What follows belongs to an exercise in optimizing a design on an open flow for small area and a short achievable clock period; a production flow would make more cautious choices.
In this exercise RTL edits were held to simulation tests only and were not proved equivalent to the original.
The clock port is modelled as an ideal driver; clocking choices that lean on that would not hold on a real chip.
Power and IR drop assume default switching activity.

==> module fpu_8097_stack_ctl, before the edit <==
module fpu_8097_stack_ctl #(
    parameter int DEPTH = 8,
    parameter int WIDTH = 80,
    localparam int TOPW = $clog2(DEPTH)
) (
    input  logic             clk,
    input  logic             rst,
    input  logic             op_valid,
    output logic             op_ready,
    input  logic [2:0]       op_code,
    input  logic [TOPW-1:0]  op_idx,
    input  logic [WIDTH-1:0] op_wdata,
    output logic             rsp_valid,
    input  logic             rsp_ready,
    output logic [WIDTH-1:0] rsp_data,
    output logic [7:0]       rsp_fault,
    input  logic             sw_clr,
    output logic [15:0]      sw,
    output logic [TOPW-1:0]  top,
    output logic [DEPTH-1:0] tag
);
    logic [DEPTH-1:0][WIDTH-1:0] mem;      
    logic [DEPTH-1:0][TOPW-1:0]  rel;      
    logic [DEPTH-1:0]            rtag;     
    logic [DEPTH-1:0]            sel;      
    logic                        f_any, f_ovf, f_ill;
    logic                        ie, c1;
    logic             acc, is_push, is_pop, is_read, is_wr, is_xch, is_free;
    logic             t0, t7, t_i, ovf, unf, ok_push, ok_pop, ok_xch, rd_ok;
    logic [TOPW-1:0]  ridx;
    logic [DEPTH-1:0] rtag_n, nsel, wen, hit_i, hit_0, hit_7, rsel, pdec, tag_n;
    logic [WIDTH-1:0] rd;
    assign op_ready = !rsp_valid || rsp_ready;
    assign acc      = op_valid && op_ready;
    assign is_push = op_code == 3'd1;
    assign is_pop  = op_code == 3'd2;
    assign is_read = op_code == 3'd3;
    assign is_wr   = op_code == 3'd4;
    assign is_xch  = op_code == 3'd5;
    assign is_free = op_code == 3'd6;
    assign t0  = rtag[0];
    assign t7  = rtag[DEPTH-1];
    assign t_i = rtag[op_idx];
    assign ok_push = is_push && !t7;
    assign ok_pop  = is_pop && t0;
    assign ok_xch  = is_xch && t0 && t_i;
    assign ovf     = is_push && t7;
    assign unf     = (is_pop && !t0) || (is_read && !t_i) || (is_xch && !(t0 && t_i));
    assign rd_ok   = ok_pop || ok_xch || (is_read && t_i);
    always_comb
        for (int s = 0; s < DEPTH; s++) begin
            hit_i[s] = rel[s] == op_idx;
            hit_0[s] = rel[s] == '0;
            hit_7[s] = rel[s] == TOPW'(DEPTH - 1);
        end
    assign wen = {DEPTH{acc}} & (({DEPTH{ok_push}} & hit_7) | ({DEPTH{is_wr}} & hit_i));
    always_ff @(posedge clk)
        for (int s = 0; s < DEPTH; s++)
            if (wen[s]) mem[s] <= op_wdata;
    assign rsel = is_read ? hit_i : hit_0;
    assign nsel = acc ? (rsel & {DEPTH{rd_ok}}) : sel;
    fpu_8097_stack_rdmux #(.DEPTH(DEPTH), .WIDTH(WIDTH)) u_rdmux (
        .mem(mem), .sel(nsel), .rd(rd)
    );
    always_comb
        for (int k = 0; k < DEPTH; k++)
            pdec[k] = TOPW'(TOPW'(k) - top) == op_idx;
    always_comb begin
        tag_n = tag;
        if (ok_push) tag_n[TOPW'(top - 1'b1)] = 1'b1;
        if (ok_pop)  tag_n[top] = 1'b0;
        if (is_wr)   tag_n = tag_n | pdec;
        if (is_free) tag_n = tag_n & ~pdec;
    end
    always_comb begin
        rtag_n = rtag;
        if (ok_push) rtag_n = {rtag[DEPTH-2:0], 1'b1};
        if (ok_pop)  rtag_n = {1'b0, rtag[DEPTH-1:1]};
        if (is_wr)   rtag_n[op_idx] = 1'b1;
        if (is_free) rtag_n[op_idx] = 1'b0;
    end
    assign rsp_fault = {3'b000, f_any, 2'b00, f_ill, f_ovf};
    assign sw        = {2'b00, top, 1'b0, c1, 1'b0, ie, ie, 5'b00000, ie};
    always_ff @(posedge clk or posedge rst) begin
        if (rst) begin
            top       <= '0;
            tag       <= '0;
            rtag      <= '0;
            sel       <= '0;
            for (int s = 0; s < DEPTH; s++) rel[s] <= TOPW'(s);
            rsp_data  <= '0;
            f_any     <= 1'b0;
            f_ovf     <= 1'b0;
            f_ill     <= 1'b0;
            ie        <= 1'b0;
            c1        <= 1'b0;
            rsp_valid <= 1'b0;
        end else begin
            if (acc) begin
                if (ok_push) top <= top - 1'b1;
                else if (ok_pop) top <= top + 1'b1;
                tag  <= tag_n;
                rtag <= rtag_n;
                for (int s = 0; s < DEPTH; s++) begin
                    if (ok_push) rel[s] <= rel[s] + 1'b1;
                    else if (ok_pop) rel[s] <= rel[s] - 1'b1;
                    else if (ok_xch && hit_0[s]) rel[s] <= op_idx;
                    else if (ok_xch && hit_i[s]) rel[s] <= '0;
                end
                f_any    <= unf || ovf || op_code == 3'd7;
                f_ovf    <= ovf;
                f_ill    <= op_code == 3'd7;
            end
            sel       <= nsel;
            rsp_data  <= rd;
            rsp_valid <= acc || (rsp_valid && !rsp_ready);
            ie <= (acc && (ovf || unf)) || (ie && !sw_clr);
            c1 <= (acc && (ovf || unf)) ? ovf : (c1 && !sw_clr);
        end
    end
endmodule
export LEC_CHECK = 0
export CAP_MARGIN = 20
export CORE_MARGIN = 2
export CORE_UTILIZATION = 40
export SETUP_SLACK_MARGIN = 2.5
export SLEW_MARGIN = 20
export SYNTH_HIERARCHICAL = 1
export TNS_END_PERCENT = 5
create_clock -name core_clock -period 5.0 [get_ports {clk}]
standard.sh (not shown) runs the stock make flow with config.mk's settings and CLKGATE_MAP_FILE= SYNTH_SCRIPT=/design/flow/synth_recipe.tcl, a recipe that flattens the netlist after the stock synthesis.
==> flow/flow/run.sh <==
#!/bin/bash
# Standard ORFS layout with these changes: ports buffered with plain buffers
# instead of delay cells, the buffers of timing-critical inputs sized for their
# load before CTS (flow/size_ports.tcl), the resizer allowed to change a cell's
# footprint, and a clock tree of smaller buffers without dummy loads.
set -euo pipefail
here=$(pwd)
bash standard.sh BUFFER_PORTS_ARGS="-buffer_cell sky130_fd_sc_hd__buf_2" MATCH_CELL_FOOTPRINT=0 \
  PRE_CTS_TCL="$here/flow/size_ports.tcl" \
  CTS_ARGS="-sink_clustering_enable -repair_clock_nets -buf_list sky130_fd_sc_hd__clkbuf_4 -sink_clustering_size 9 -sink_clustering_max_diameter 45 -dont_use_dummy_load" \
  finish > standard_flow.log 2>&1
==> flow/flow/size_ports.tcl <==
# Size the buffers of timing-critical input ports for the load they drive:
# repair_timing leaves the buffers that buffer_ports inserted at their first size.
estimate_parasitics -placement
foreach inst [get_cells input*] {
  set out [get_pins -of_objects $inst -filter "direction==output"]
  if {[get_property $out slack_max] > 2.5} { continue }
  set fo [llength [get_pins -of_objects [get_nets -of_objects $out] -filter "direction==input"]]
  if {$fo >= 12} {
    set cell sky130_fd_sc_hd__buf_8
  } elseif {$fo >= 6} {
    set cell sky130_fd_sc_hd__buf_6
  } elseif {$fo >= 3} {
    set cell sky130_fd_sc_hd__buf_4
  } else {
    continue
  }
  puts "size_ports: [get_full_name $inst] fanout $fo slack [get_property $out slack_max] -> $cell"
  replace_cell $inst [get_lib_cells $cell]
}
Edit:
--- a/flow/design.v
+++ b/flow/design.v
@@ -25,25 +25,26 @@
     logic [DEPTH-1:0]            sel;      
     logic                        f_any, f_ovf, f_ill;
     logic                        ie, c1;
     logic             acc, is_push, is_pop, is_read, is_wr, is_xch, is_free;
     logic             t0, t7, t_i, ovf, unf, ok_push, ok_pop, ok_xch, rd_ok;
     logic [TOPW-1:0]  ridx;
-    logic [DEPTH-1:0] rtag_n, nsel, wen, hit_i, hit_0, hit_7, rsel, pdec, tag_n;
+    logic [DEPTH-1:0] didx, rtag_n, nsel, wen, hit_i, hit_0, hit_7, rsel, pdec, tag_n;
     logic [WIDTH-1:0] rd;
     assign op_ready = !rsp_valid || rsp_ready;
     assign acc      = op_valid && op_ready;
     assign is_push = op_code == 3'd1;
     assign is_pop  = op_code == 3'd2;
     assign is_read = op_code == 3'd3;
     assign is_wr   = op_code == 3'd4;
     assign is_xch  = op_code == 3'd5;
     assign is_free = op_code == 3'd6;
     assign t0  = rtag[0];
     assign t7  = rtag[DEPTH-1];
-    assign t_i = rtag[op_idx];
+    fpu_8097_stack_dec u_dec (.a(op_idx), .y(didx));
+    assign t_i = |(didx & rtag);
     assign ok_push = is_push && !t7;
     assign ok_pop  = is_pop && t0;
     assign ok_xch  = is_xch && t0 && t_i;
     assign ovf     = is_push && t7;
     assign unf     = (is_pop && !t0) || (is_read && !t_i) || (is_xch && !(t0 && t_i));
     assign rd_ok   = ok_pop || ok_xch || (is_read && t_i);
@@ -73,14 +74,14 @@
         if (is_free) tag_n = tag_n & ~pdec;
     end
     always_comb begin
         rtag_n = rtag;
         if (ok_push) rtag_n = {rtag[DEPTH-2:0], 1'b1};
         if (ok_pop)  rtag_n = {1'b0, rtag[DEPTH-1:1]};
-        if (is_wr)   rtag_n[op_idx] = 1'b1;
-        if (is_free) rtag_n[op_idx] = 1'b0;
+        if (is_wr)   rtag_n = rtag_n | didx;
+        if (is_free) rtag_n = rtag_n & ~didx;
     end
     assign rsp_fault = {3'b000, f_any, 2'b00, f_ill, f_ovf};
     assign sw        = {2'b00, top, 1'b0, c1, 1'b0, ie, ie, 5'b00000, ie};
     always_ff @(posedge clk or posedge rst) begin
         if (rst) begin
             top       <= '0;
@@ -130,6 +131,14 @@
     always_comb begin
         rd = '0;
         for (int s = 0; s < DEPTH; s++)
             rd = rd | (mem[s] & {WIDTH{sel[s]}});
     end
 endmodule
+module fpu_8097_stack_dec (
+    input  logic [2:0] a,
+    output logic [7:0] y
+);
+    always_comb
+        for (int k = 0; k < 8; k++)
+            y[k] = a == 3'(k);
+endmodule
After rerunning: The changed run finished with timing, DRC and antenna clean. Critical path depth rises by 3. Global-route usage went up by 1.4 points. Clock skew hardly moves. Clock-buffer cell count shrinks by 3. First-iteration DRC count rises by 8.0%. Die area decreases by 0.77%. Power goes down by 0.42%. Worst hold slack loses 0.065 ns. Synthesized area is lower by 0.78%. Via count climbs by 2.3%. Clock power stays flat. Routed wire length went up by 5.5%. Synthesized cell count fell by 2.2%.

[port drivers added, routing unchanged]
How much do the figures lean on ideal ports? The routed layouts below were timed once more, with nothing changed but the port constraints.
Step 1 sets driving cells, clkbuf_16 on the clock port and buf_2 on the other inputs (assumed; they add their load-dependent delay and slew).
Step 2 adds t to the input delays and takes it off the output delays; t is the mean of the earliest and latest rising clock arrival at the registers after step 1. Input paths then give back, and output paths get back, about the clock's delay inside the block.
a / b / c = no drivers / after step 1 / after step 2; a / b = the first two.
run	t, ns	setup WS [ns]	worst setup path at the end
the first run	0.909	2.248 / 2.248 / 1.359	input to register
the second run	0.918	2.300 / 2.194 / 1.276	input to register
After both steps every run listed still meets setup and hold. The setup slack of the second run, which loses most, moves by -0.106 ns with the drivers and by -1.024 ns with both steps.
